What follows belongs to an exercise in optimizing a design on an open flow for small area, a short achievable clock period and few clock cycles per item; a production flow would make more cautious choices.
No functional check of the RTL was part of any run shown here.

## config.mk

```make
export PLATFORM = sky130hd
export DESIGN_NAME = teleop_drive_and_gimbal_command_unit
export DESIGN_NICKNAME = teleop_drive_and_gimbal_command_unit
export VERILOG_FILES = /design/flow/design.v
export SDC_FILE = /design/flow/constraint.sdc
export NUM_CORES = 4
export LEC_CHECK = 0
export CAP_MARGIN = 20
export CORE_MARGIN = 2
export CORE_UTILIZATION = 40
export PLACE_DENSITY = 0.6
export SETUP_SLACK_MARGIN = 3.0
export SLEW_MARGIN = 20
```

## constraint.sdc

```tcl
create_clock -name core_clock -period 8.0 [get_ports {i_clk}]
set_input_delay 1.6000 -clock core_clock [delete_from_list [all_inputs] [get_ports {i_clk}]]
set_output_delay 1.6000 -clock core_clock [all_outputs]
set_load 0.01 [all_outputs]
```

## design.v

```verilog
package tdgc_pkg;
    localparam logic [6:0]  RST_SPIN_THRESHOLD    = 7'd80;
    localparam logic [15:0] RST_PAN_POS_LIMIT     = 16'd28000;
    localparam logic [15:0] RST_PAN_NEG_LIMIT     = 16'd28000;
    localparam logic [15:0] RST_TILT_TOP_LIMIT    = 16'd18000;
    localparam logic [15:0] RST_TILT_BOTTOM_LIMIT = 16'd18000;
    localparam logic [7:0]  RST_PAN_MAX_RATE8     = 8'd255;    
    localparam logic [7:0]  RST_TILT_MAX_RATE8    = 8'd255;    
    localparam logic [13:0] RST_FS_DIV            = 14'd3937;
    localparam logic [6:0]  RST_FS_MOD            = 7'd1;
    localparam logic [15:0] RST_FS_DIV3           = 16'd11811;
    localparam logic [7:0]  SPIN_SPEED = 8'd90;
endpackage
module tdgc_ctrl
(
    input  logic        i_clk,
    input  logic        i_rst_n,
    input  logic        i_cfg_we,
    input  logic [2:0]  i_cfg_idx,
    input  logic [19:0] i_cfg_data,
    output logic        o_busy,
    output logic [6:0]  o_spin_thr,
    output logic [13:0] o_fs_div,      
    output logic [6:0]  o_fs_mod,      
    output logic [15:0] o_fs_div3,     
    output logic [15:0] o_pan_pos_lim,
    output logic [15:0] o_pan_neg_lim,
    output logic [15:0] o_tilt_top_lim,
    output logic [15:0] o_tilt_bot_lim,
    output logic [7:0]  o_pan_rate8,
    output logic [7:0]  o_tilt_rate8
);
    logic [2:0]  r_div_cnt;
    logic [8:0]  w_rem4;
    logic [1:0]  w_digit;
    logic [7:0]  w_rate8;
    assign w_rate8 = (|i_cfg_data[15:11]) ? 8'hFF : i_cfg_data[10:3];
    always_ff @(posedge i_clk) begin
        if (!i_rst_n) begin
            o_spin_thr     <= tdgc_pkg::RST_SPIN_THRESHOLD;
            o_pan_pos_lim  <= tdgc_pkg::RST_PAN_POS_LIMIT;
            o_pan_neg_lim  <= tdgc_pkg::RST_PAN_NEG_LIMIT;
            o_tilt_top_lim <= tdgc_pkg::RST_TILT_TOP_LIMIT;
            o_tilt_bot_lim <= tdgc_pkg::RST_TILT_BOTTOM_LIMIT;
            o_pan_rate8    <= tdgc_pkg::RST_PAN_MAX_RATE8;
            o_tilt_rate8   <= tdgc_pkg::RST_TILT_MAX_RATE8;
        end else if (i_cfg_we) begin
            case (i_cfg_idx)
                3'd0: o_spin_thr     <= i_cfg_data[6:0];
                3'd2: o_pan_pos_lim  <= i_cfg_data[15:0];
                3'd3: o_pan_neg_lim  <= i_cfg_data[15:0];
                3'd4: o_tilt_top_lim <= i_cfg_data[15:0];
                3'd5: o_tilt_bot_lim <= i_cfg_data[15:0];
                3'd6: o_pan_rate8    <= w_rate8;
                3'd7: o_tilt_rate8   <= w_rate8;
                default: begin
                end
            endcase
        end
    end
    assign w_rem4  = {o_fs_mod, o_fs_div[13:12]};
    assign w_digit = (w_rem4 >= 9'd381) ? 2'd3 :
                     (w_rem4 >= 9'd254) ? 2'd2 :
                     (w_rem4 >= 9'd127) ? 2'd1 : 2'd0;
    always_ff @(posedge i_clk) begin
        if (!i_rst_n) begin
            o_fs_div  <= tdgc_pkg::RST_FS_DIV;
            o_fs_div3 <= tdgc_pkg::RST_FS_DIV3;
            o_fs_mod  <= tdgc_pkg::RST_FS_MOD;
            r_div_cnt <= 3'd0;
        end else if (i_cfg_we && i_cfg_idx == 3'd1) begin
            o_fs_div  <= i_cfg_data[13:0];
            o_fs_div3 <= 16'd0;
            o_fs_mod  <= {1'b0, i_cfg_data[19:14]};
            r_div_cnt <= 3'd7;
        end else if (r_div_cnt != 3'd0) begin
            o_fs_mod  <= 7'(w_rem4[6:0] + {5'd0, w_digit});
            o_fs_div  <= {o_fs_div[11:0], w_digit};
            o_fs_div3 <= {o_fs_div3[13:0], 2'b00} + {12'd0, w_digit, 2'b00} - {14'd0, w_digit};
            r_div_cnt <= r_div_cnt - 3'd1;
        end
    end
    assign o_busy = r_div_cnt[2] | (r_div_cnt[1] & r_div_cnt[0]);
endmodule
module tdgc_dp
(
    input  logic [7:0]  i_g,          
    input  logic [17:0] i_pos,        
    input  logic [15:0] i_lim_p,
    input  logic [15:0] i_lim_n,
    input  logic [7:0]  i_rate8,      
    output logic [17:0] o_pos,
    output logic [7:0]  o_rate8,      
    output logic        o_hit,
    output logic        o_fault
);
    logic        w_above;
    logic        w_below;
    logic [18:0] w_sum;
    logic [7:0]  w_abs;
    assign w_above = ~i_pos[17] & (i_pos[16:0] > {1'b0, i_lim_p});
    assign w_below = i_pos[17] & (~i_pos[16:0] >= {1'b0, i_lim_n});
    assign o_hit   = (w_above & ~i_g[7] & (|i_g[6:0])) | (w_below & i_g[7]);
    assign w_sum = {i_pos[17], i_pos} + {{8{i_g[7]}}, i_g, 3'b000};
    always_comb begin
        if (o_hit) begin
            o_pos = i_pos;
        end else if (w_sum[18] != w_sum[17]) begin
            o_pos = w_sum[18] ? 18'h20000 : 18'h1FFFF;
        end else begin
            o_pos = w_sum[17:0];
        end
    end
    assign w_abs   = i_g[7] ? 8'(8'd0 - i_g) : i_g;
    assign o_fault = ~o_hit & (w_abs > i_rate8);
    assign o_rate8 = (o_hit | o_fault) ? 8'd0 : w_abs;
endmodule
module teleop_drive_and_gimbal_command_unit
(
    input  logic        i_clk,
    input  logic        i_rst_n,
    input  logic [39:0] s_axis_tdata,
    input  logic        s_axis_tvalid,
    output logic        s_axis_tready,
    output logic [87:0] m_axis_tdata,
    output logic        m_axis_tvalid,
    input  logic        m_axis_tready,
    input  logic        i_cfg_we,
    input  logic [2:0]  i_cfg_idx,
    input  logic [19:0] i_cfg_data
);
    logic        w_cfg_busy;
    logic [6:0]  w_spin_thr;
    logic [13:0] w_fs_div;
    logic [6:0]  w_fs_mod;
    logic [15:0] w_fs_div3;
    logic [15:0] w_pan_pos_lim;
    logic [15:0] w_pan_neg_lim;
    logic [15:0] w_tilt_top_lim;
    logic [15:0] w_tilt_bot_lim;
    logic [7:0]  w_cfg_pan_rate8;
    logic [7:0]  w_cfg_tilt_rate8;
    tdgc_ctrl u_cfg (
        .i_clk          (i_clk),
        .i_rst_n        (i_rst_n),
        .i_cfg_we       (i_cfg_we),
        .i_cfg_idx      (i_cfg_idx),
        .i_cfg_data     (i_cfg_data),
        .o_busy         (w_cfg_busy),
        .o_spin_thr     (w_spin_thr),
        .o_fs_div       (w_fs_div),
        .o_fs_mod       (w_fs_mod),
        .o_fs_div3      (w_fs_div3),
        .o_pan_pos_lim  (w_pan_pos_lim),
        .o_pan_neg_lim  (w_pan_neg_lim),
        .o_tilt_top_lim (w_tilt_top_lim),
        .o_tilt_bot_lim (w_tilt_bot_lim),
        .o_pan_rate8    (w_cfg_pan_rate8),
        .o_tilt_rate8   (w_cfg_tilt_rate8)
    );
    logic r_v1, r_v2, r_v3, r_v4;
    logic r_out_valid;
    logic w_adv;
    logic w_accept;
    assign w_adv         = ~r_out_valid | m_axis_tready;
    assign s_axis_tready = w_adv & ~w_cfg_busy;
    assign w_accept      = s_axis_tvalid & s_axis_tready;
    logic signed [7:0] w_turn;
    logic [7:0]        w_thr;
    logic              w_spin_r;
    logic              w_spin_l;
    logic [7:0]        w_mag;
    logic [1:0]        w_fwd;
    logic [33:0]       w_dec;
    assign w_turn   = $signed(s_axis_tdata[7:0]);
    assign w_thr    = {1'b0, w_spin_thr};
    assign w_spin_r = w_turn > $signed(w_thr);
    assign w_spin_l = w_turn < $signed(8'd0 - w_thr);
    always_comb begin
        if (w_spin_r) begin
            w_fwd = 2'b10;
            w_mag = tdgc_pkg::SPIN_SPEED;
        end else if (w_spin_l) begin
            w_fwd = 2'b01;
            w_mag = tdgc_pkg::SPIN_SPEED;
        end else begin
            w_fwd = {2{~s_axis_tdata[15]}};
            w_mag = s_axis_tdata[15] ? 8'(8'd0 - s_axis_tdata[15:8]) : s_axis_tdata[15:8];
        end
    end
    assign w_dec = {w_fwd, w_mag, s_axis_tdata[39:32], s_axis_tdata[23:16], s_axis_tdata[31:24]};
    logic [1:0]  r_fwd1, r_fwd2, r_fwd3, r_fwd4;
    logic [7:0]  r_pan1, r_pan2, r_pan3, r_pan4;
    logic [7:0]  r_tilt1, r_tilt2, r_tilt3, r_tilt4;
    logic [7:0]  r_mag1;
    logic [7:0]  r_mode1;
    logic [15:0] r_x2;
    logic [15:0] r_x3;
    logic [21:0] r_w3;
    logic [29:0] r_pa4;
    logic [8:0]  r_sh4;
    logic [1:0]  r_c4;
    logic [15:0] w_x;
    logic [29:0] w_pa;
    logic [15:0] w_pdig [8];
    logic [21:0] w_w;
    logic [15:0] w_ws;
    logic [9:0]  w_wt;
    logic [1:0]  w_wc;
    logic [29:0] w_sum;
    logic [27:0] w_duty;
    assign w_x     = 16'({8'd0, r_mode1} * {8'd0, r_mag1}) + {8'd0, r_mag1};
    always_comb begin
        w_pa = {15'd0, r_w3[21:7]};
        for (int i = 0; i < 8; i++) begin
            case (r_x3[2*i +: 2])
                2'd0:    w_pdig[i] = 16'd0;
                2'd1:    w_pdig[i] = {2'b00, w_fs_div};
                2'd2:    w_pdig[i] = {1'b0, w_fs_div, 1'b0};
                default: w_pdig[i] = w_fs_div3;
            endcase
            w_pa = w_pa + ({14'd0, w_pdig[i]} << (2 * i));
        end
    end
    assign w_w     = {6'd0, r_x2} * {15'd0, w_fs_mod};
    assign w_ws    = {1'b0, r_w3[21:7]} + {9'd0, r_w3[6:0]};
    assign w_wt    = {1'b0, w_ws[15:7]} + {3'd0, w_ws[6:0]};
    assign w_wc    = (w_wt >= 10'd381) ? 2'd3 : (w_wt >= 10'd254) ? 2'd2 :
                     (w_wt >= 10'd127) ? 2'd1 : 2'd0;
    assign w_sum   = r_pa4 + {21'd0, r_sh4} + {28'd0, r_c4};
    assign w_duty  = (|w_sum[29:28]) ? 28'hFFFFFFF : w_sum[27:0];
    always_ff @(posedge i_clk) begin
        if (!i_rst_n) begin
            r_v1        <= 1'b0;
            r_v2        <= 1'b0;
            r_v3        <= 1'b0;
            r_v4        <= 1'b0;
            r_out_valid <= 1'b0;
        end else begin
            if (w_adv) begin
                r_v1        <= w_accept;
                r_v2        <= r_v1;
                r_v3        <= r_v2;
                r_v4        <= r_v3;
                r_out_valid <= r_v4;
            end
        end
    end
    always_ff @(posedge i_clk) begin
        if (w_adv) begin
            {r_fwd1, r_mag1, r_mode1, r_pan1, r_tilt1} <= w_dec;
            r_x2    <= w_x;
            r_fwd2  <= r_fwd1;
            r_pan2  <= r_pan1;
            r_tilt2 <= r_tilt1;
            r_x3    <= r_x2;
            r_w3    <= w_w;
            r_fwd3  <= r_fwd2;
            r_pan3  <= r_pan2;
            r_tilt3 <= r_tilt2;
            r_pa4   <= w_pa;
            r_sh4   <= w_ws[15:7];
            r_c4    <= w_wc;
            r_fwd4  <= r_fwd3;
            r_pan4  <= r_pan3;
            r_tilt4 <= r_tilt3;
        end
    end
    logic [17:0] r_pan_pos;
    logic [17:0] r_tilt_pos;
    logic [17:0] w_pan_pos;
    logic [17:0] w_tilt_pos;
    logic [7:0]  w_pan_rate8;
    logic [7:0]  w_tilt_rate8;
    logic        w_pan_hit, w_tilt_hit, w_pan_fault, w_tilt_fault;
    tdgc_dp u_pan (
        .i_g     (r_pan4),
        .i_pos   (r_pan_pos),
        .i_lim_p (w_pan_pos_lim),
        .i_lim_n (w_pan_neg_lim),
        .i_rate8 (w_cfg_pan_rate8),
        .o_pos   (w_pan_pos),
        .o_rate8 (w_pan_rate8),
        .o_hit   (w_pan_hit),
        .o_fault (w_pan_fault)
    );
    tdgc_dp u_tilt (
        .i_g     (r_tilt4),
        .i_pos   (r_tilt_pos),
        .i_lim_p (w_tilt_top_lim),
        .i_lim_n (w_tilt_bot_lim),
        .i_rate8 (w_cfg_tilt_rate8),
        .o_pos   (w_tilt_pos),
        .o_rate8 (w_tilt_rate8),
        .o_hit   (w_tilt_hit),
        .o_fault (w_tilt_fault)
    );
    always_ff @(posedge i_clk) begin
        if (!i_rst_n) begin
            r_pan_pos  <= '0;
            r_tilt_pos <= '0;
        end else if (w_adv & r_v4) begin
            r_pan_pos  <= w_pan_pos;
            r_tilt_pos <= w_tilt_pos;
        end
    end
    logic [1:0]  r_o_fwd;
    logic [27:0] r_o_duty;
    logic [1:0]  r_o_pos;
    logic [7:0]  r_o_pan_rate8;
    logic [7:0]  r_o_tilt_rate8;
    logic [1:0]  r_o_hit;
    logic [1:0]  r_o_fault;
    always_ff @(posedge i_clk) begin
        if (w_adv) begin
            r_o_fwd        <= r_fwd4;
            r_o_duty       <= w_duty;
            r_o_pos        <= {~r_tilt4[7], ~r_pan4[7]};
            r_o_pan_rate8  <= w_pan_rate8;
            r_o_tilt_rate8 <= w_tilt_rate8;
            r_o_hit        <= {w_tilt_hit, w_pan_hit};
            r_o_fault      <= {w_tilt_fault, w_pan_fault};
        end
    end
    assign m_axis_tvalid = r_out_valid;
    assign m_axis_tdata  = {2'b00, r_o_fault, r_o_hit,
                            r_o_tilt_rate8, 3'b000, r_o_pan_rate8, 3'b000,
                            r_o_pos, r_o_duty, r_o_duty, r_o_fwd};
endmodule
```

## run.sh

```bash
#!/bin/bash
# synth_recipe.tcl (not shown) runs the flow's synth.tcl, then flattens the netlist and writes it again
# the make line also repeats each setting of config.mk as NAME=value (left out here)
make -C /OpenROAD-flow-scripts/flow DESIGN_CONFIG=/design/flow/config.mk WORK_HOME=/design/flow/orfs CLKGATE_MAP_FILE= SYNTH_SCRIPT=/design/flow/synth_recipe.tcl finish
```

==> results of run 1 <==
==> worst max-delay path by stage <==
stage	from	endpoint	slack [ps]	cells past startpoint
after global placement	r_x3[0]	r_pa4[28]	2160	17
final	r_x3[5]	r_pa4[27]	2730	20
after detailed placement	r_x3[0]	r_pa4[28]	2090	17
after global routing	r_x3[2]	r_pa4[27]	2540	17
after CTS	r_x3[12]	r_pa4[27]	2730	19
after floorplan	m_axis_tready	r_tilt_pos[10]	1650	7
==> worst register-to-register path, stage by stage (launching register included) <==
cell	delay, ps
edfxtp_1	440
buf_12	170
buf_6	130
mux2_4	300
a22oi_2	150
fa_1	470
inv_2	80
fa_1	420
fa_1	480
inv_1	50
fa_1	510
inv_2	40
ha_4	210
a21o_1	150
a21o_1	180
a221o_1	370
a2111oi_4	330
o31ai_4	120
a22oi_2	200
nor2b_4	190
xnor2_1	70
==> metrics by stage <==
stage	util (%)	setup WS [ps]
after floorplan	-	1650
after global placement	43.4	2160
after detailed placement	43.4	2090
after CTS	46.5	2730
after global routing	46.8	2540
final	46.8	2730
==> area by class of cell <==
| type | instances | area, µm² |
|---|---|---|
| multi-input combinational | 2380 | 20300 |
| sequential | 399 | 10400 |
| timing repair buffer | 270 | 2490 |
| clock inverter | 33 | 380 |
| inverter | 409 | 1540 |
| fill | 7590 | 42900 |
| clock buffer | 58 | 1270 |
| tap | 1060 | 1330 |
==> Yosys cell counts (53+ instances only) <==
library cell    n
nor2b_1        62
dfxtp_1       164
edfxtp_1      235
ha_1          332
nand2_1       413
mux2_2        110
a21oi_1       174
and2_1         68
inv_1         408
o211ai_1       58
fa_1          206
o21ai_0        86
a21o_1         53
a22o_1         69
xnor2_1       102
nor2_1        143
clkbuf_1      147
==> layout by cell type (no fill, tap or decap), types with 13 or more instances in the layout <==
cell and n:
a22oi_2 15, nor3_1 47, xnor2_1 102, a21o_1 53, o21ai_0 82, mux2i_1 16, mux2_2 108, ha_4 13
o211ai_1 58, dfxtp_1 142, or3_1 15, clkbuf_16 49, nor2b_1 51, a211oi_1 26, a22o_1 69, nor2_1 142
a21oi_1 167, and3_1 27, a22oi_1 25, nand2_1 413, and2_1 68, o21a_1 29, dfxtp_2 18, nand2b_1 25
xor2_1 48, nand4_1 18, inv_1 398, ha_1 317, nand3_1 48, fa_1 202, buf_4 106, edfxtp_1 235
clkdlybuf4s50_1 148
==> routing by layer <==
metal | up-vias | share of wire (%)
met5 | - | 0
met1 | 11526 | 48
li1 | 11867 | -
met3 | 128 | 5.2
met4 | 0 | 2.7
met2 | 623 | 44
==> what timing repair did <==
action,4_1_cts,5_1_grt
endpoints found under the setup margin,25,17
hold endpoints to repair,0,0
pin swaps,42,14
gates resized for setup,70,20
buffers inserted,79,17
==> logic make-up after synthesis <==
group                      after synthesis  share of synthesized area [%]
AOI/OAI and AO/OA                      654                           13.9
buffers and inverters                  613                           7.55
and+or+nand+nor                        904                           12.9
muxes                                  126                           4.30
DFF                                    399                           31.8
xor gates and xnor gates               150                           4.04
adders and majority gates              538                           25.5
other                                    1                         0.0115
==> impl_metrics.ini, run 1 <==
[setup_path]
r2r_cells = 20
worst_r2r_startpoint = r_x3[5]
slowest_delay_ps = 510
cpMaxStageDelayCell = fa_1
r2r_slack_ps = 2730
r2r-end = r_pa4[27]
crit_type = register to register
crit_family = adder cells
worstPathCellList = buf_12, buf_6, mux2_4, a22oi_2, fa_1, inv_2, fa_1, fa_1, inv_1, fa_1, inv_2, ha_4, a21o_1, a21o_1, a221o_1, a2111oi_4, o31ai_4, a22oi_2, nor2b_4, xnor2_1
critical_path_buf_inv_count = 5
path_common_cell = fa_1
crit_path_max_fanout = 6
cp-start-kind = register
worstPathArrival_ps = 5630
endpoint_kind = register
crit_required_ps = 8360

[min_path]
hold_class = register to register
hold_depth = 0
hold_path_end = r_pan3[3]
hp-start = r_pan2[3]

[sta]
rsz0062_at_grt = true
fin_skew_ps = 34.4
maxSlewHeadroom_pct = 29.0
fin_crit_sh_pct = 65.9
final_hold_viol_count = 0
setup_tns_ps = 0
maxSlewViolCount = 0
fmax_mhz = 190
worstMarginPinSlew_ps = 1060
setup_viol = 0
hold_ws_ps = 416
post-route-min-period_ps = 5270

[detailed_routing]
viasPerCell = 5.24
ant_nets = 0
num_vias = 24144
wl_mm = 78.4
wl_per_cell_um = 17.0
drc_errors = 0
firstDrtPassIters = 5
first_iter_violations = 1774

[outcome]
outcome = no timing/DRC/antenna violations

[floorplan]
fp.dieH_um = 289
coreArea_um2 = 80500
die_w_um = 289
start_util_pct = 40.4
io_pins = 158
rows = 104
die_area_um2 = 83600

[clock_network]
clockBufferDepth = 3
clk_pin_slew_ps = 60
clock_sinks = 399
htreeDepth = 2
cts_tree = yes
clock-root-buffer = clkbuf_16
cts_buffers = 49
hold_buffers = 0
clk_latency_ps = 610

[synth]
syn_inst = 3385
synth_ff_type = edfxtp_1
ys_types = 80
synth_top_area_cell = edfxtp_1
yosysTopAreaCellShare_pct = 21.7
synthArstFlopShare_pct = 0
yosys_warnings = 4
ys_seq_area_share_pct = 31.8
syn_area_per_cell_um2 = 9.61
ys_top_cells_by_area = edfxtp_1 (22%), ha_1 (13%), fa_1 (13%)
ys_seq_elements = 399
synth_edf_count = 235
synth_area_um2 = 32500

[finish]
instances_no_fill = 4609
reg_top3 = r_pa4 x30, r_o_duty x28, r_w3 x22
area_growth_pct = 15.8
largest_register_ffs = 30
regMostFlops = r_pa4
drive_above_1_share_pct = 12.5
fin_area_um2 = 37700
fin_nets = 4115
antenna_cells = 0

[global_route]
track_usage_pct = 18.8
antenna_found_initial = 0
grt_pass1_wl_mm = 128
top_usage_layer = met2
grt_use_met1_pct = 26.7
met2_usage_pct = 29.8
grt_pass1_vias = 23730
grt_overflow = 0
grt_start_max_net_pins = 155
use_met3_pct = 2.84

[place]
gp_congestion = 0.863
dp_cells = 4421
dpl.hpwl_mm = 56.5
placed_cell_area_um2 = 34900
io_buffers = 149

[job]
drv_cap = 0
==> inputs of run 2 (changes only) <==
--- a/config.mk
+++ b/config.mk
@@ -5,6 +5,7 @@
 export SDC_FILE = /design/flow/constraint.sdc
 export NUM_CORES = 4
 export LEC_CHECK = 0
+export ABC_CLOCK_PERIOD_IN_PS = 4500
 export CAP_MARGIN = 20
 export CORE_MARGIN = 2
 export CORE_UTILIZATION = 40
==> impl_metrics.ini, run 2 <==
[floorplan]
die_w_um = 289
io_pins = 158
fp.dieH_um = 289
coreArea_um2 = 80500
start_util_pct = 40.4
die_area_um2 = 83600
rows = 104

[synth]
ys_seq_elements = 399
syn_area_per_cell_um2 = 9.61
synth_top_area_cell = edfxtp_1
ys_types = 80
netlist_top_cells_count = nand2_1 (413), inv_1 (408), ha_1 (332), edfxtp_1 (235), fa_1 (206)
ys_top_cells_by_area = edfxtp_1 (22%), ha_1 (13%), fa_1 (13%)
syn_inst = 3385
synth_area_um2 = 32500
ys_seq_area_share_pct = 31.8
synthArstFlopShare_pct = 0
synth_ff_type = edfxtp_1
yosys_warnings = 4
synth_most_common_cell = nand2_1
synth_edf_count = 235
yosysTopAreaCellShare_pct = 21.7

[finish]
layout_common_cells = nand2_1 (413), inv_1 (398), ha_1 (317)
regMostFlops = r_pa4
fin_nets = 4115
area_growth_pct = 15.8
reg_top3 = r_pa4 x30, r_o_duty x28, r_w3 x22
final_common_cell = nand2_1
regArea_um2 = 10400
drive_above_1_share_pct = 12.5
fillerInstances = 7590
antenna_cells = 0
largest_register_ffs = 30
multiInputGateArea_um2 = 20300

[detailed_routing]
wl_per_cell_um = 17.0
firstDrtPassIters = 5
wl_mm = 78.4
drc_errors = 0
ant_nets = 0
first_iter_violations = 1774
viasPerCell = 5.24
num_vias = 24144

[setup_path]
endpoint_kind = register
path_common_cell = fa_1
r2r-end = r_pa4[27]
crit_family = adder cells
worst_r2r_startpoint = r_x3[5]
crit_type = register to register
worstPathArrival_ps = 5630
worstPathCellList = buf_12, buf_6, mux2_4, a22oi_2, fa_1, inv_2, fa_1, fa_1, inv_1, fa_1, inv_2, ha_4, a21o_1, a21o_1, a221o_1, a2111oi_4, o31ai_4, a22oi_2, nor2b_4, xnor2_1
cpMaxStageDelayCell = fa_1
slowest_delay_ps = 510
r2r_cells = 20
r2r_slack_ps = 2730
crit_required_ps = 8360
crit_path_max_fanout = 6
critical_path_buf_inv_count = 5
cp-start-kind = register

[place]
gp_congestion = 0.863
dpl.hpwl_mm = 56.5
pre_cts_ws_ps = 2090
io_buffers = 149

[clock_network]
clock-root-buffer = clkbuf_16
clk_pin_slew_ps = 60
hold_buffers = 0
clockBufferDepth = 3
htreeDepth = 2
clk_latency_ps = 610
clock_sinks = 399
cts_buffers = 49
cts_tree = yes

[global_route]
grt_overflow = 0
grt_start_max_net_pins = 155
grt_pass1_wl_mm = 128
track_usage_pct = 18.8
grt_pass1_vias = 23730
antenna_found_initial = 0

[sta]
setup_viol = 0
rsz0062_at_grt = true
maxSlewHeadroom_pct = 29.0
final_hold_viol_count = 0
fmax_mhz = 190
setup_tns_ps = 0
maxSlewViolCount = 0
fin_skew_ps = 34.4
worstMarginPinSlew_ps = 1060
fin_crit_sh_pct = 65.9
setup_ws_ps = 2730
post-route-min-period_ps = 5270

[min_path]
hold_path_end = r_pan3[3]
hold_depth = 0
hold_class = register to register
hp-start = r_pan2[3]

[outcome]
outcome = no timing/DRC/antenna violations

[job]
drv_cap = 0
-- run 2: cell counts in the layout (fill, tap and decap cells not counted) --
No cell type changed its count.
-- run 2: layout make-up --
class | instances | share of cell area, %
sequential | 399 | 27.6
clock inverter | 33 | 1.01
tap | 1060 | 3.52
multi-input combinational | 2380 | 53.8
inverter | 409 | 4.09
clock buffer | 58 | 3.37
timing repair buffer | 270 | 6.62
-- run 2: worst max-delay path by stage --
| stage | startpoint | to | slack, ps | cells past startpoint |
|---|---|---|---|---|
| after floorplan | m_axis_tready | r_tilt_pos[10] | 1650 | 7 |
| after global placement | r_x3[0] | r_pa4[28] | 2160 | 17 |
| after detailed placement | r_x3[0] | r_pa4[28] | 2090 | 17 |
| after CTS | r_x3[12] | r_pa4[27] | 2730 | 19 |
| after global routing | r_x3[2] | r_pa4[27] | 2540 | 17 |
| final | r_x3[5] | r_pa4[27] | 2730 | 20 |
-- run 2: what timing repair did --
action | CTS | global route
setup buffers | 79 | 17
gates resized for setup | 70 | 20
pin swaps | 42 | 14
endpoints found under the setup margin | 25 | 17
-- run 2: per-layer routing --
| layer | global-route usage (%) | part of all wire (%) | up-vias |
|---|---|---|---|
| met1 | 26.7 | 48 | 11526 |
| met4 | 5.41 | 2.7 | 0 |
| met5 | 0 | 0 | - |
| met3 | 2.84 | 5.2 | 128 |
| met2 | 29.8 | 44 | 623 |
| li1 | - | - | 11867 |
-- run 2: metrics by stage --
| stage | hold WS, ps | instance area [µm²] | util [%] | std cells |
|---|---|---|---|---|
| CTS | 414 | 37400 | 46.5 | 4591 |
| floorplan | 400 | 33000 | - | 3392 |
| detailed placement | 405 | 34900 | 43.4 | 4421 |
| global placement | 401 | 34900 | 43.4 | 4421 |
| finish | 416 | 37700 | 46.8 | 4609 |
| global route | 419 | 37700 | 46.8 | 4609 |
-- run 2: logic make-up (layout without fill, tap and decap cells) --
family                   after synthesis  in the layout  share of synthesized area, %
adder cells (fa/ha/maj)              538            538                          25.5
XOR/XNOR                             150            150                          4.04
multiplexers                         126            126                          4.30
other                                  1              8                        0.0115
buffers and inverters                613            770                          7.55
AO/OA/AOI/OAI                        654            654                          13.9
flip-flops                           399            399                          31.8
AND/OR/NAND/NOR                      904            904                          12.9
==> inputs of run 3 (changes only) <==
--- a/config.mk
+++ b/config.mk
@@ -5,10 +5,9 @@
 export SDC_FILE = /design/flow/constraint.sdc
 export NUM_CORES = 4
 export LEC_CHECK = 0
-export ABC_CLOCK_PERIOD_IN_PS = 4500
 export CAP_MARGIN = 20
 export CORE_MARGIN = 2
-export CORE_UTILIZATION = 40
-export PLACE_DENSITY = 0.6
+export CORE_UTILIZATION = 55
+export PLACE_DENSITY = 0.72
 export SETUP_SLACK_MARGIN = 3.0
 export SLEW_MARGIN = 20
==> impl_metrics.ini, run 3 <==
[synth]
yosysTopAreaCellShare_pct = 21.7
syn_inst = 3385
synth_most_common_cell = nand2_1
synth_compound_area_share_pct = 13.9
synth_xor_area_share_pct = 4.04
synth_mux_area_share_pct = 4.30
synthArstFlopShare_pct = 0
synth_top_family_by_area = adder cells
synth_ff_type = edfxtp_1
ys_top_cells_by_area = edfxtp_1 (22%), ha_1 (13%), fa_1 (13%)
ys_seq_elements = 399
synth_top_area_cell = edfxtp_1
ys_seq_area_share_pct = 31.8
yosys.area_share.simple_pct = 12.9
netlist_top_cells_count = nand2_1 (413), inv_1 (408), ha_1 (332), edfxtp_1 (235), fa_1 (206)
synthAdderAreaFrac_pct = 25.5
ys_types = 80
synth_edf_count = 235
syn_area_per_cell_um2 = 9.61
synth_area_um2 = 32500
yosys_warnings = 4

[finish]
reg_top3 = r_pa4 x30, r_o_duty x28, r_w3 x22
drive_above_1_share_pct = 12.3
regMostFlops = r_pa4
largest_register_ffs = 30
layout_common_cells = nand2_1 (413), inv_1 (398), ha_1 (320)
instances_no_fill = 4298
fin_nets = 4093
fin_area_um2 = 37200
fillerInstances = 4712
area_growth_pct = 14.3
antenna_cells = 0
final_common_cell = nand2_1

[place]
io_buffers = 149
dp_cells = 4125
gp_congestion = 0.920
placed_cell_area_um2 = 34500
dpl.hpwl_mm = 59.4
pre_cts_ws_ps = 2030

[floorplan]
fp.dieH_um = 247
die_w_um = 247
rows = 89
start_util_pct = 55.4
die_area_um2 = 61100
coreArea_um2 = 58700
io_pins = 158

[setup_path]
r2r_slack_ps = 2730
r2r_cells = 20
endpoint_kind = register
crit_path_max_fanout = 4
crit_type = register to register
worst_r2r_startpoint = r_x3[6]
crit_start = r_x3[6]
crit_required_ps = 8360
worstPathArrival_ps = 5630
critPathCapture = r_pa4[27]
r2r-end = r_pa4[27]
cp-start-kind = register

[clock_network]
clock-root-buffer = clkbuf_16
clockBufferDepth = 3
clk_pin_slew_ps = 60
htreeDepth = 2
cts_buffers = 47
clock_sinks = 399
hold_buffers = 0
clk_latency_ps = 610
cts_tree = yes

[detailed_routing]
drc_errors = 0
ant_nets = 0
firstDrtPassIters = 6
wl_mm = 81.3
viasPerCell = 5.76
num_vias = 24746
first_iter_violations = 1480
wl_per_cell_um = 18.9

[sta]
fin_crit_sh_pct = 65.9
maxSlewHeadroom_pct = 30.8
setup_ws_ps = 2730
fin_skew_ps = 58.7
setup_tns_ps = 0
worstMarginPinSlew_ps = 1040
maxSlewViolCount = 0
post-route-min-period_ps = 5270
setup_viol = 0
final_hold_viol_count = 0
fmax_mhz = 190
rsz0062_at_grt = true

[outcome]
outcome = no timing/DRC/antenna violations

[min_path]
hold_class = register to register

[global_route]
antenna_found_initial = 1
grt_pass1_vias = 25139
grt_start_max_net_pins = 172
track_usage_pct = 26.8
grt_pass1_wl_mm = 131
grt_overflow = 0

[job]
drv_cap = 0
[run 3: kinds of logic (layout without fill, tap and decap cells)]
| group | after synthesis | after routing |
|---|---|---|
| AND/OR/NAND/NOR | 904 | 904 |
| flip-flops | 399 | 399 |
| XOR/XNOR | 150 | 150 |
| AO/OA/AOI/OAI | 654 | 654 |
| other | 1 | 8 |
| multiplexers | 126 | 126 |
| buffers and inverters | 613 | 746 |
| adder cells (fa/ha/maj) | 538 | 538 |
[run 3: stage by stage]
stage | hold slack (ps) | util, %
2_1_floorplan | 400 | -
6_report | 413 | 63.4
3_3_place_gp | 401 | 58.8
5_1_grt | 421 | 63.4
4_1_cts | 415 | 62.9
3_5_place_dp | 405 | 58.8
[run 3: layout make-up]
type | instances | area [µm²] | area share (%)
clock buffer | 51 | 1200 | 3.23
inverter | 409 | 1540 | 4.14
multi-input combinational | 2380 | 20200 | 54.4
sequential | 399 | 10400 | 28.0
tap | 773 | 967 | 2.60
timing repair buffer | 250 | 2340 | 6.30
clock inverter | 36 | 495 | 1.33
[run 3: how the worst min path moves through the flow]
stage	start	endpoint	slack (ps)	cells after the start
floorplan	r_fwd1[0]	r_fwd2[0]	400	0
global placement	r_tilt1[0]	r_tilt2[0]	400	0
CTS	r_tilt3[3]	r_tilt4[3]	420	0
detailed placement	r_pan2[5]	r_pan3[5]	400	0
global route	r_pan1[0]	r_pan2[0]	420	0
finish	r_tilt3[3]	r_tilt4[3]	410	0
[run 3: critical path, cell delays in order (launching register included)]
cell and delay [ps]:
edfxtp_1 470, buf_12 180, buf_4 130, mux2_2 220, a22oi_2 60, fa_1 540, inv_2 50, fa_1 480
fa_1 510, inv_2 40, fa_1 510, inv_2 50, ha_4 220, a21o_1 160, a21o_1 180, a221o_1 370
a2111oi_4 340, o31ai_4 120, a22oi_2 160, nor2b_2 190, xnor2_1 70
[run 3: layer usage]
metal | part of all wire (%) | global-route usage, %
met1 | 45 | 36.6
met5 | 0.016 | 0
met2 | 47 | 44.2
met4 | 2.5 | 7.90
met3 | 5.7 | 3.98
[run 3: timing repair]
item                                    CTS  global route
endpoints found under the setup margin   23            20
buffers inserted                         63            22
pin swaps                                57            16
gates cloned                              1             0
resized for setup                        77            20
==> inputs of run 4 (changes only) <==
--- a/design.v
+++ b/design.v
@@ -197,12 +197,17 @@
     logic [15:0] r_x2;
     logic [15:0] r_x3;
     logic [21:0] r_w3;
-    logic [29:0] r_pa4;
+    logic [29:0] r_pa4_s;
+    logic [29:0] r_pa4_c;
     logic [8:0]  r_sh4;
     logic [1:0]  r_c4;
     logic [15:0] w_x;
-    logic [29:0] w_pa;
-    logic [15:0] w_pdig [8];
+    logic [29:0] w_pa_s;
+    logic [29:0] w_pa_c;
+    logic [29:0] w_prow [9];
+    logic [29:0] w_csa1 [6];
+    logic [29:0] w_csa2 [4];
+    logic [29:0] w_csa3 [3];
     logic [21:0] w_w;
     logic [15:0] w_ws;
     logic [9:0]  w_wt;
@@ -211,23 +216,39 @@
     logic [27:0] w_duty;
     assign w_x     = 16'({8'd0, r_mode1} * {8'd0, r_mag1}) + {8'd0, r_mag1};
     always_comb begin
-        w_pa = {15'd0, r_w3[21:7]};
         for (int i = 0; i < 8; i++) begin
             case (r_x3[2*i +: 2])
-                2'd0:    w_pdig[i] = 16'd0;
-                2'd1:    w_pdig[i] = {2'b00, w_fs_div};
-                2'd2:    w_pdig[i] = {1'b0, w_fs_div, 1'b0};
-                default: w_pdig[i] = w_fs_div3;
+                2'd0:    w_prow[i] = '0;
+                2'd1:    w_prow[i] = {16'd0, w_fs_div} << (2 * i);
+                2'd2:    w_prow[i] = {15'd0, w_fs_div, 1'b0} << (2 * i);
+                default: w_prow[i] = {14'd0, w_fs_div3} << (2 * i);
             endcase
-            w_pa = w_pa + ({14'd0, w_pdig[i]} << (2 * i));
         end
+        w_prow[8] = {15'd0, r_w3[21:7]};
+        for (int i = 0; i < 3; i++) begin
+            w_csa1[2*i]     = w_prow[3*i] ^ w_prow[3*i+1] ^ w_prow[3*i+2];
+            w_csa1[2*i + 1] = 30'(((w_prow[3*i] & w_prow[3*i+1]) | (w_prow[3*i] & w_prow[3*i+2]) |
+                                   (w_prow[3*i+1] & w_prow[3*i+2])) << 1);
+        end
+        for (int i = 0; i < 2; i++) begin
+            w_csa2[2*i]     = w_csa1[3*i] ^ w_csa1[3*i+1] ^ w_csa1[3*i+2];
+            w_csa2[2*i + 1] = 30'(((w_csa1[3*i] & w_csa1[3*i+1]) | (w_csa1[3*i] & w_csa1[3*i+2]) |
+                                   (w_csa1[3*i+1] & w_csa1[3*i+2])) << 1);
+        end
+        w_csa3[0] = w_csa2[0] ^ w_csa2[1] ^ w_csa2[2];
+        w_csa3[1] = 30'(((w_csa2[0] & w_csa2[1]) | (w_csa2[0] & w_csa2[2]) |
+                         (w_csa2[1] & w_csa2[2])) << 1);
+        w_csa3[2] = w_csa2[3];
+        w_pa_s    = w_csa3[0] ^ w_csa3[1] ^ w_csa3[2];
+        w_pa_c    = 30'(((w_csa3[0] & w_csa3[1]) | (w_csa3[0] & w_csa3[2]) |
+                         (w_csa3[1] & w_csa3[2])) << 1);
     end
     assign w_w     = {6'd0, r_x2} * {15'd0, w_fs_mod};
     assign w_ws    = {1'b0, r_w3[21:7]} + {9'd0, r_w3[6:0]};
     assign w_wt    = {1'b0, w_ws[15:7]} + {3'd0, w_ws[6:0]};
     assign w_wc    = (w_wt >= 10'd381) ? 2'd3 : (w_wt >= 10'd254) ? 2'd2 :
                      (w_wt >= 10'd127) ? 2'd1 : 2'd0;
-    assign w_sum   = r_pa4 + {21'd0, r_sh4} + {28'd0, r_c4};
+    assign w_sum   = r_pa4_s + r_pa4_c + {21'd0, r_sh4} + {28'd0, r_c4};
     assign w_duty  = (|w_sum[29:28]) ? 28'hFFFFFFF : w_sum[27:0];
     always_ff @(posedge i_clk) begin
         if (!i_rst_n) begin
@@ -258,7 +279,8 @@
             r_fwd3  <= r_fwd2;
             r_pan3  <= r_pan2;
             r_tilt3 <= r_tilt2;
-            r_pa4   <= w_pa;
+            r_pa4_s <= w_pa_s;
+            r_pa4_c <= w_pa_c;
             r_sh4   <= w_ws[15:7];
             r_c4    <= w_wc;
             r_fwd4  <= r_fwd3;
--- a/config.mk
+++ b/config.mk
@@ -7,7 +7,7 @@
 export LEC_CHECK = 0
 export CAP_MARGIN = 20
 export CORE_MARGIN = 2
-export CORE_UTILIZATION = 55
-export PLACE_DENSITY = 0.72
+export CORE_UTILIZATION = 40
+export PLACE_DENSITY = 0.6
 export SETUP_SLACK_MARGIN = 3.0
 export SLEW_MARGIN = 20
==> impl_metrics.ini, run 4 <==
[synth]
ys_seq_area_share_pct = 33.3
synth_top_area_cell = edfxtp_1
ys_types = 79
syn_inst = 3405
yosysTopAreaCellShare_pct = 23.5
netlist_top_cells_count = inv_1 (416), nand2_1 (380), ha_1 (341), edfxtp_1 (263), fa_1 (211)
synth_ff_type = edfxtp_1
synthArstFlopShare_pct = 0
synth_edf_count = 263
synth_area_um2 = 33600
synth_most_common_cell = inv_1
ys_top_cells_by_area = edfxtp_1 (24%), ha_1 (13%), fa_1 (13%)
yosys_warnings = 7
syn_area_per_cell_um2 = 9.87
ys_seq_elements = 427

[finish]
fillerInstances = 7883
final_common_cell = inv_1
antenna_cells = 0
reg_top3 = r_pa4_s x30, r_o_duty x28, r_pa4_c x28
regMostFlops = r_pa4_s
fin_nets = 4089
layout_common_cells = inv_1 (413), nand2_1 (380), ha_1 (336)
drive_above_1_share_pct = 9.63
largest_register_ffs = 30
area_growth_pct = 13.4

[clock_network]
cts_buffers = 51
hold_buffers = 0
htreeDepth = 2
cts_tree = yes
clk_pin_slew_ps = 60
clock-root-buffer = clkbuf_16
clockBufferDepth = 3
clk_latency_ps = 630
clock_sinks = 427

[sta]
setup_ws_ps = 3130
fmax_mhz = 205
maxSlewHeadroom_pct = 21.8
fin_crit_sh_pct = 60.8
post-route-min-period_ps = 4870
worstMarginPinSlew_ps = 1170
maxSlewViolCount = 0
final_hold_viol_count = 0
setup_tns_ps = 0
setup_viol = 0
fin_skew_ps = 47.1
rsz0062_at_grt = false

[min_path]
hold_class = register to register
hp-start = r_tilt1[2]

[global_route]
grt_pass1_vias = 23588
grt_start_max_net_pins = 92
grt_pass1_wl_mm = 126
antenna_found_initial = 2
track_usage_pct = 17.9
grt_overflow = 0

[floorplan]
rows = 106
fp.dieH_um = 294
start_util_pct = 40.3
io_pins = 158
die_w_um = 294
coreArea_um2 = 83400
die_area_um2 = 86300

[setup_path]
cp-start-kind = register
crit_path_max_fanout = 4
r2r_slack_ps = 3130
crit_start = r_x2[5]
worstPathArrival_ps = 5230
endpoint_kind = register
worst_r2r_startpoint = r_x2[5]
crit_type = register to register
crit_required_ps = 8360

[place]
pre_cts_ws_ps = 2490
dpl.hpwl_mm = 56.8
gp_congestion = 0.838
io_buffers = 149

[outcome]
outcome = no timing/DRC/antenna violations

[detailed_routing]
first_iter_violations = 1393
viasPerCell = 5.21
ant_nets = 0
firstDrtPassIters = 5
wl_per_cell_um = 16.8
num_vias = 23932
drc_errors = 0
wl_mm = 77.2

[job]
drv_cap = 0
run 4: cell count changes after synthesis, sizes merged, moves of 21 or more:
| cell | delta |
|---|---|
| nor2 | -41 |
| a31oi | +21 |
| and2 | +31 |
| a21oi | -78 |
| a21boi | +54 |
| edfxtp | +28 |
run 4: through the flow:
| stage | hold WS, ps | cells | util, % | area, µm² |
|---|---|---|---|---|
| 2_1_floorplan | 400 | 3412 | - | 33700 |
| 3_3_place_gp | 401 | 4462 | 42.9 | 35800 |
| 3_5_place_dp | 405 | 4462 | 42.9 | 35800 |
| 4_1_cts | 398 | 4568 | 45.3 | 37800 |
| 5_1_grt | 399 | 4591 | 45.7 | 38100 |
| 6_report | 395 | 4591 | 45.7 | 38100 |
run 4: final cells by class:
cell class	count	area [µm²]	area share [%]
Tap cell	1080	1350	3.55
Sequential cell	427	11200	29.4
Clock buffer	67	1440	3.78
Timing Repair Buffer	215	1980	5.21
Inverter	416	1570	4.11
Multi-Input combinational cell	2358	20100	52.8
Clock inverter	28	433	1.14
run 4: kinds of logic (layout without fill, tap and decap cells):
logic type / after synthesis / after routing / share of synthesized area [%]
flip-flops: 427 / 427 / 33.3
AND/OR/NAND/NOR: 895 / 895 / 12.9
multiplexers: 128 / 128 / 4.21
XOR/XNOR: 121 / 121 / 3.19
adder cells (fa/ha/maj): 552 / 552 / 25.3
AO/OA/AOI/OAI: 654 / 654 / 13.7
buffers and inverters: 627 / 726 / 7.45
other: 1 / 8 / 0.0112
run 4: worst paths after layout:
| path | end | cells after the start |
|---|---|---|
| worst max-delay path | r_w3[21] | 17 |
| worst min-delay path | r_tilt2[2] | 0 |
| worst max register to register | r_w3[21] | 17 |
| worst min register to register | r_tilt2[2] | 0 |
run 4: timing repair:
item | 4_1_cts | 5_1_grt
cloned | 0 | 0
buffers inserted | 11 | 23
pin swaps | 8 | 26
gates resized for setup | 22 | 32
endpoints found under the setup margin | 5 | 10
run 4: critical path, stage by stage, from the launching register on:
cell and delay [ps]:
edfxtp_1 440, and2_4 190, fa_1 560, inv_2 50, fa_1 470, inv_1 50
fa_1 480, fa_1 570, ha_4 230, o21a_1 200, o21ai_2 120, nand2b_1 80
a41o_1 260, a41oi_2 260, a31oi_4 130, a211o_1 300, a21oi_2 140, xor2_1 70
run 4: routing by layer:
metal  vias to the layer above  global-route usage [%]  part of all wire (%)
met4                         2                    4.58                   1.9
met5                         -                       0                 0.016
met2                       548                    28.7                    45
li1                      11819                       -                     -
met3                       104                    2.80                   4.9
met1                     11459                    25.1                    48
==> inputs of run 5 (changes only) <==
--- a/config.mk
+++ b/config.mk
@@ -5,9 +5,10 @@
 export SDC_FILE = /design/flow/constraint.sdc
 export NUM_CORES = 4
 export LEC_CHECK = 0
+export ABC_AREA = 1
 export CAP_MARGIN = 20
 export CORE_MARGIN = 2
-export CORE_UTILIZATION = 40
-export PLACE_DENSITY = 0.6
+export CORE_UTILIZATION = 55
+export PLACE_DENSITY = 0.72
 export SETUP_SLACK_MARGIN = 3.0
 export SLEW_MARGIN = 20
==> impl_metrics.ini, run 5 <==
[synth]
synth_area_um2 = 33100
netlist_top_cells_count = inv_1 (706), nand2_1 (595), ha_1 (341), a21oi_1 (333), edfxtp_1 (263)
ys_top_cells_by_area = edfxtp_1 (24%), ha_1 (13%), fa_1 (13%)
synth_most_common_cell = inv_1
yosysTopAreaCellShare_pct = 23.9
yosys_warnings = 7
synthArstFlopShare_pct = 0
syn_inst = 3757
synth_top_area_cell = edfxtp_1
synth_edf_count = 263
syn_area_per_cell_um2 = 8.80
ys_types = 62
synth_ff_type = edfxtp_1
ys_seq_area_share_pct = 33.8
ys_seq_elements = 427

[global_route]
antenna_found_initial = 2
grt_overflow = 0
track_usage_pct = 26.0
grt_pass1_vias = 24828
grt_pass1_wl_mm = 131
grt_start_max_net_pins = 161

[setup_path]
worstPathArrival_ps = 3270
crit_start = m_axis_tready
worst_r2r_startpoint = u_cfg.o_fs_mod[5]
crit_required_ps = 6400
r2r_cells = 18
endpoint_kind = primary output
cp-start-kind = primary input
crit_type = primary input to primary output
crit_path_max_fanout = 8
r2r_slack_ps = 3260

[finish]
layout_common_cells = inv_1 (705), nand2_1 (595), ha_1 (341)
antenna_cells = 0
largest_register_ffs = 30
regMostFlops = r_pa4_s
fin_nets = 4440
final_common_cell = inv_1
reg_top3 = r_pa4_s x30, r_o_duty x28, r_pa4_c x28
fin_area_um2 = 36700
fillerInstances = 5148
multiInputGateArea_um2 = 18400
drive_above_1_share_pct = 4.09
area_growth_pct = 10.9
regArea_um2 = 11200

[place]
dpl.hpwl_mm = 61.0
gp_congestion = 1.01
io_buffers = 149
placed_cell_area_um2 = 34900
pre_cts_ws_ps = 3000

[min_path]
hold_class = register to register
hold_depth = 0
hp-start = r_tilt1[5]

[clock_network]
clk_pin_slew_ps = 50
clockBufferDepth = 3
cts_buffers = 50
clock_sinks = 427
clock-root-buffer = clkbuf_16
hold_buffers = 0
htreeDepth = 2
cts_tree = yes
clk_latency_ps = 610

[detailed_routing]
drc_errors = 0
ant_nets = 0
viasPerCell = 5.56
first_iter_violations = 2132
firstDrtPassIters = 5
wl_mm = 81.6
num_vias = 25744
wl_per_cell_um = 17.6

[sta]
fmax_mhz = 205
fin_skew_ps = 21.8
setup_ws_ps = 3130
maxSlewHeadroom_pct = 28.8
setup_viol = 0
final_hold_viol_count = 0
rsz0062_at_grt = true
maxSlewViolCount = 0
worstMarginPinSlew_ps = 1070
fin_crit_sh_pct = 60.9
setup_tns_ps = 0
post-route-min-period_ps = 4870

[floorplan]
io_pins = 158
die_area_um2 = 62100
rows = 89
start_util_pct = 55.8
die_w_um = 249
coreArea_um2 = 59200
fp.dieH_um = 249

[job]
drv_cap = 0

[outcome]
outcome = no timing/DRC/antenna violations
-- run 5: per-layer routing --
| layer | up-vias | part of all wire, % | global-route usage (%) |
|---|---|---|---|
| met5 | - | 0.032 | 0 |
| met4 | 4 | 3.2 | 8.80 |
| met3 | 198 | 7.7 | 3.99 |
| met2 | 940 | 45 | 41.4 |
| met1 | 12032 | 45 | 36.3 |
| li1 | 12570 | - | - |
-- run 5: final cells by class --
class	instances	area share, %
clock buffer	67	3.84
inverter	730	7.48
multi-input combinational	2449	50.2
tap	773	2.64
clock inverter	26	0.992
sequential	427	30.5
timing repair buffer	162	4.36
-- run 5: logic make-up after synthesis --
logic type	count (synthesis)	share of synthesized area [%]
other	1	0.0113
and+or+nand+nor	1012	12.9
DFF	427	33.8
AOI/OAI and AO/OA	765	14.0
adders and majority gates	552	25.7
xor gates and xnor gates	112	3.02
buffers and inverters	888	10.6
-- run 5: what timing repair did --
| action | 4_1_cts | 5_1_grt |
|---|---|---|
| buffers inserted | 0 | 2 |
| setup endpoints to repair | 1 | 8 |
| gates resized for setup | 1 | 6 |
-- run 5: worst max-delay path, stage by stage --
cell	delay, ps
clkdlybuf4s50_1	510
nor2_4	80
nor3_1	440
clkdlybuf4s50_1	640
-- run 5: worst paths after layout --
kind / end
worst min register to register: r_tilt2[5]
worst max-delay path: s_axis_tready
worst max register to register: r_w3[16]
worst min-delay path: r_tilt2[5]
-- run 5: per-stage QoR --
stage | cells | hold WS [ps] | util, %
2_1_floorplan | 3764 | 400 | -
3_3_place_gp | 4539 | 400 | 58.9
3_5_place_dp | 4539 | 405 | 58.9
4_1_cts | 4632 | 415 | 61.9
5_1_grt | 4634 | 425 | 61.9
6_report | 4634 | 416 | 61.9
==> inputs of run 6 (changes only) <==
--- a/config.mk
+++ b/config.mk
@@ -5,10 +5,9 @@
 export SDC_FILE = /design/flow/constraint.sdc
 export NUM_CORES = 4
 export LEC_CHECK = 0
-export ABC_AREA = 1
 export CAP_MARGIN = 20
 export CORE_MARGIN = 2
 export CORE_UTILIZATION = 55
 export PLACE_DENSITY = 0.72
-export SETUP_SLACK_MARGIN = 3.0
+export SETUP_SLACK_MARGIN = 4.0
 export SLEW_MARGIN = 20
==> impl_metrics.ini, run 6 <==
[floorplan]
io_pins = 158
fp.dieH_um = 251
die_w_um = 251
start_util_pct = 55.7
die_area_um2 = 63100
coreArea_um2 = 60400
rows = 90

[clock_network]
cts_tree = yes
cts_buffers = 48
htreeDepth = 2
clockBufferDepth = 3
hold_buffers = 0
clock-root-buffer = clkbuf_16
clk_pin_slew_ps = 60
clk_latency_ps = 610
clock_sinks = 427

[synth]
ys_types = 79
synth_edf_count = 263
synth_area_um2 = 33600
ys_top_cells_by_area = edfxtp_1 (24%), ha_1 (13%), fa_1 (13%)
yosysTopAreaCellShare_pct = 23.5
synthArstFlopShare_pct = 0
syn_area_per_cell_um2 = 9.87
ys_seq_area_share_pct = 33.3
synth_most_common_cell = inv_1
ys_seq_elements = 427
synth_ff_type = edfxtp_1
synth_top_area_cell = edfxtp_1
netlist_top_cells_count = inv_1 (416), nand2_1 (380), ha_1 (341), edfxtp_1 (263), fa_1 (211)
syn_inst = 3405
yosys_warnings = 7

[setup_path]
path_common_cell = fa_1
worstPathArrival_ps = 5200
worstPathCellList = buf_6, and2_4, fa_1, fa_1, fa_1, inv_2, fa_2, inv_2, ha_4, a2111oi_4, o21ai_2, a41o_1, a41oi_2, a31oi_4, a211o_1, a21oi_2, xor2_1
endpoint_kind = register
crit_required_ps = 8350
crit_path_max_fanout = 4
cp-start-kind = register
crit_type = register to register
slowest_delay_ps = 540
cpMaxStageDelayCell = fa_2

[finish]
fin_area_um2 = 39400
instances_no_fill = 4386
layout_common_cells = inv_1 (397), nand2_1 (369), ha_1 (318)
fin_nets = 4184
regMostFlops = r_pa4_s
largest_register_ffs = 30
reg_top3 = r_pa4_s x30, r_o_duty x28, r_pa4_c x28
area_growth_pct = 17.2
regArea_um2 = 11200
drive_above_1_share_pct = 15.8
fillerInstances = 4646
final_common_cell = inv_1
multiInputGateArea_um2 = 21100

[global_route]
track_usage_pct = 25.7
grt_pass1_wl_mm = 132
grt_overflow = 0
grt_pass1_vias = 26007
antenna_found_initial = 2
grt_start_max_net_pins = 161

[detailed_routing]
wl_per_cell_um = 18.6
num_vias = 25493
firstDrtPassIters = 5
ant_nets = 0
viasPerCell = 5.81
wl_mm = 81.8
drc_errors = 0
first_iter_violations = 1787

[sta]
rsz0062_at_grt = true
maxSlewHeadroom_pct = 33.8
fmax_mhz = 206
fin_skew_ps = 32.9
post-route-min-period_ps = 4850
final_hold_viol_count = 0
setup_viol = 0
hold_ws_ps = 415
setup_tns_ps = 0
maxSlewViolCount = 0
fin_crit_sh_pct = 60.6
worstMarginPinSlew_ps = 993

[place]
io_buffers = 149
dp_cells = 4153
gp_congestion = 0.896
dpl.hpwl_mm = 56.8
placed_cell_area_um2 = 35600

[outcome]
outcome = no timing/DRC/antenna violations

[job]
drv_cap = 0

[min_path]
hold_class = register to register
## run 6: per-layer routing
| layer | track usage (%) | part of all wire (%) |
|---|---|---|
| met1 | 33.4 | 43 |
| met5 | 0 | 0.029 |
| met4 | 9.01 | 2.9 |
| met3 | 3.63 | 6.1 |
| met2 | 44.0 | 48 |
## run 6: worst paths after layout
| path | slack, ps | cells after the start | from | endpoint |
|---|---|---|---|---|
| min | 420 | 0 | r_pan2[5] | r_pan3[5] |
| max | 3150 | 17 | r_x2[5] | r_w3[21] |
| min reg2reg | 420 | 0 | r_pan2[5] | r_pan3[5] |
| max reg2reg | 3150 | 17 | r_x2[5] | r_w3[21] |
## run 6: area by class of cell
type / instances / share of cell area, %
diodes: 1 / 0.00635
clock buffers: 65 / 3.46
clock inverters: 24 / 0.572
inverters: 416 / 3.97
multi-input cells: 2358 / 53.5
flip-flops and latches: 427 / 28.5
well taps: 782 / 2.48
repair buffers: 313 / 7.52
## run 6: cell families (layout without fill, tap and decap cells)
group	after synthesis	in the layout	share of synthesized area (%)
xor gates and xnor gates	121	121	3.19
AOI/OAI and AO/OA	654	654	13.7
other	1	9	0.0112
buffers and inverters	627	818	7.45
and+or+nand+nor	895	895	12.9
muxes	128	128	4.21
adders and majority gates	552	552	25.3
DFF	427	427	33.3
## run 6: timing repair
| item | CTS | global route |
|---|---|---|
| setup endpoints to repair | 114 | 95 |
| gates resized for setup | 111 | 125 |
| pin swaps | 75 | 70 |
| cloned | 2 | 1 |
| setup buffers | 96 | 44 |
## run 6: metrics by stage
| step | setup slack [ps] | util, % |
|---|---|---|
| final | 3150 | 65.2 |
| after global routing | 2990 | 65.2 |
| after CTS | 3140 | 63.6 |
| after detailed placement | 2780 | 58.9 |
| after global placement | 2970 | 58.9 |
| after floorplan | 1580 | - |
## run 6: worst max-delay path, delay by kind of cell (launching register included)
family | cells | cell delay, ps
AND/OR/NAND/NOR | 1 | 150
XOR/XNOR | 1 | 70
AO/OA/AOI/OAI | 7 | 1530
flip-flops | 1 | 420
adder cells (fa/ha/maj) | 5 | 2180
buffers and inverters | 3 | 230

[static timing again, ports no longer ideal]
The results above use ideal ports. As a check the final layouts listed here were re-extracted and re-timed, cells and wires unchanged.
Step 1: set_driving_cell puts a clkbuf_16 on i_clk and a buf_2 on each other input, an assumption about the parent block.
Step 2 also shifts input and output timing later by t, the mid clock arrival at the registers, as if the neighbouring blocks saw the same clock.
a / b / c = ideal ports / drivers / drivers and shift; a / b = the first two.
| run | t, ns | slack for setup (ns) | pins driven straight from the clock port |
|---|---|---|---|
| run 1 | 0.655 | 2.732 / 2.732 / 2.732 | 1 |
| run 2 | 0.655 | 2.732 / 2.732 / 2.732 | 1 |
| run 3 | 0.647 | 2.728 / 2.728 / 2.728 | 1 |
| run 4 | 0.664 | 3.133 / 3.133 / 3.107 | 1 |
| run 5 | 0.665 | 3.126 / 3.104 / 3.104 | 1 |
| run 6 | 0.659 | 3.153 / 3.153 / 3.153 | 1 |
After both steps setup and hold are still met in every run listed. The setup slack of run 4, which loses most, moves by 0.000 ns with the drivers and by -0.026 ns with both steps.
